From an optimization exercise on the open Yosys and OpenROAD flow, aimed at small area and a short achievable clock period; shortcuts taken in it are not production practice. At most, simulation tests tie the RTL to the original design; equivalence was not proved.

## beta
## scope_top
module scope_top (
  input  logic       clk_AD,
  input  logic       reset,
  input  logic [7:0] data_in,
  input  logic       trigger,
  input  logic       wb_cyc,
  input  logic       wb_stb,
  input  logic [9:0] wb_adr,
  output logic       wb_ack,
  output logic [7:0] wb_dat,
  output logic       capturing,
  output logic [3:0] vopp_hundreds,
  output logic [3:0] vopp_tens,
  output logic [3:0] vopp_units
);
Size: roughly 45 I/O pins, ~180000 um^2 of cells after synthesis.
Settings: LEC_CHECK=0, CAP_MARGIN=20, CORE_MARGIN=2, CORE_UTILIZATION=50, SETUP_SLACK_MARGIN=0.3, SLEW_MARGIN=20, SYNTH_MEMORY_MAX_BITS=8192; clock period 5.8 ns.
run.sh (not shown) runs the stock make flow with config.mk's settings and CLKGATE_MAP_FILE= SYNTH_SCRIPT=/design/flow/synth_recipe.tcl, a recipe that flattens the netlist after the stock synthesis.
For alpha, these inputs were changed with respect to beta:
--- a/flow/design.v
+++ b/flow/design.v
@@ -91,43 +91,21 @@
     assign ins_sel[b] = ins_en && (ins_bank == 9'(b));
     always_ff @(posedge clk_AD) begin
       q1 <= q0;
       q0 <= ins_sel[b] ? ins_dat : q1;
     end
     assign words[2*b]   = q0;
     assign words[2*b+1] = q1;
   end
   logic [9:0] rd_place;   
-  assign rd_place = {wb_adr[9:1], wb_adr[0] ^ ph};
-  logic [7:0] lv0 [1024];
-  logic [7:0] lv1 [512];
-  logic [7:0] lv2 [256];
-  logic [7:0] lv3 [128];
-  logic [7:0] lv4 [64];
-  logic [7:0] lv5 [32];
-  logic [7:0] lv6 [16];
-  logic [7:0] lv7 [8];
-  logic [7:0] lv8 [4];
-  logic [7:0] lv9 [2];
   logic [7:0] rd_word;
-  always_comb begin
-    for (int i = 0; i < 1024; i++) lv0[i] = (i < 2 * NB) ? words[i] : '0;
-    for (int i = 0; i < 512; i++) lv1[i] = rd_place[0] ? lv0[2*i+1] : lv0[2*i];
-    for (int i = 0; i < 256; i++) lv2[i] = rd_place[1] ? lv1[2*i+1] : lv1[2*i];
-    for (int i = 0; i < 128; i++) lv3[i] = rd_place[2] ? lv2[2*i+1] : lv2[2*i];
-    for (int i = 0; i < 64; i++)  lv4[i] = rd_place[3] ? lv3[2*i+1] : lv3[2*i];
-    for (int i = 0; i < 32; i++)  lv5[i] = rd_place[4] ? lv4[2*i+1] : lv4[2*i];
-    for (int i = 0; i < 16; i++)  lv6[i] = rd_place[5] ? lv5[2*i+1] : lv5[2*i];
-    for (int i = 0; i < 8; i++)   lv7[i] = rd_place[6] ? lv6[2*i+1] : lv6[2*i];
-    for (int i = 0; i < 4; i++)   lv8[i] = rd_place[7] ? lv7[2*i+1] : lv7[2*i];
-    for (int i = 0; i < 2; i++)   lv9[i] = rd_place[8] ? lv8[2*i+1] : lv8[2*i];
-    rd_word = rd_place[9] ? lv9[1] : lv9[0];
-  end
+  assign rd_place = {wb_adr[9:1], wb_adr[0] ^ ph};
+  assign rd_word  = (wb_adr < 10'(FRAME_LEN)) ? words[rd_place] : '0;
   logic rd_req;
   logic rd_hit;
   assign rd_req = wb_cyc && wb_stb && !wb_ack;
   assign rd_hit = pend_v && (pend_adr == wb_adr);
   always_ff @(posedge clk_AD) begin
     if (reset) begin
       wb_ack <= 1'b0;
     end else begin
       wb_ack <= rd_req;
--- outcome ---
- Comparing beta against alpha, there is no change at all in number of I/O pins.
- alpha -> beta: initial core utilization flat
- alpha never completed; the flow aborted with a tool error in global routing (5_1_grt).
- Summary — distinct cell type count of the synthesized netlist, alpha relative to beta: higher, by about 20%.
- Compared with beta, synthesized netlist net count in alpha increased by a few percent.
- Reported for beta and alpha, number of flops mapped to enable cells by yosys turned out identical to the last digit.
- For height of the chip, alpha and beta come out practically identical.
- The higher post-synthesis instance total came out of alpha.
- Compared with beta, post-synth design cell area in alpha increased slightly.
- Number of placed instances, taps included: alpha vs beta up 11%
- alpha — share of the yosys chip area belonging to registers 0.23 points lower, beta as reference
- The half-perimeter wire length after detailed placement in alpha sits 280% above the value recorded for beta.
- Relative to beta, the portion of netlist area occupied by mux cells of alpha is lower by 11 points.
No functional check of the RTL was part of alpha.

==> re-timing with driven ports <==
The results above use ideal ports. As a check the final layout listed here was re-extracted and re-timed, cells and wires unchanged. Step 1 (the two cells are an assumption about what drives the block):
set clk [get_ports {clk_AD}]
set_driving_cell -lib_cell sky130_fd_sc_hd__clkbuf_16 $clk
set_driving_cell -lib_cell sky130_fd_sc_hd__buf_2 [delete_from_list [all_inputs] $clk]
Step 2 times the ports against the registers' clock, not the clock port: input delays grow and output delays shrink by t, the midpoint of the rising clock arrivals with the driver on. Three values: ideal ports, drivers, drivers and shift; two values: the first two.
run: beta
t, ns: 1.140
slack for setup (ns): 0.495 / 0.573 / -0.567
clock arrival spread, ns: 0.041 / 0.042
worst register clock-pin slew, ns: 0.07 / 0.07
pins driven straight from the clock port: 1
Met with ideal ports but missed after step 2: setup timing in beta. For beta, drivers alone change the setup slack by +0.078 ns; drivers and shift together by -1.062 ns.
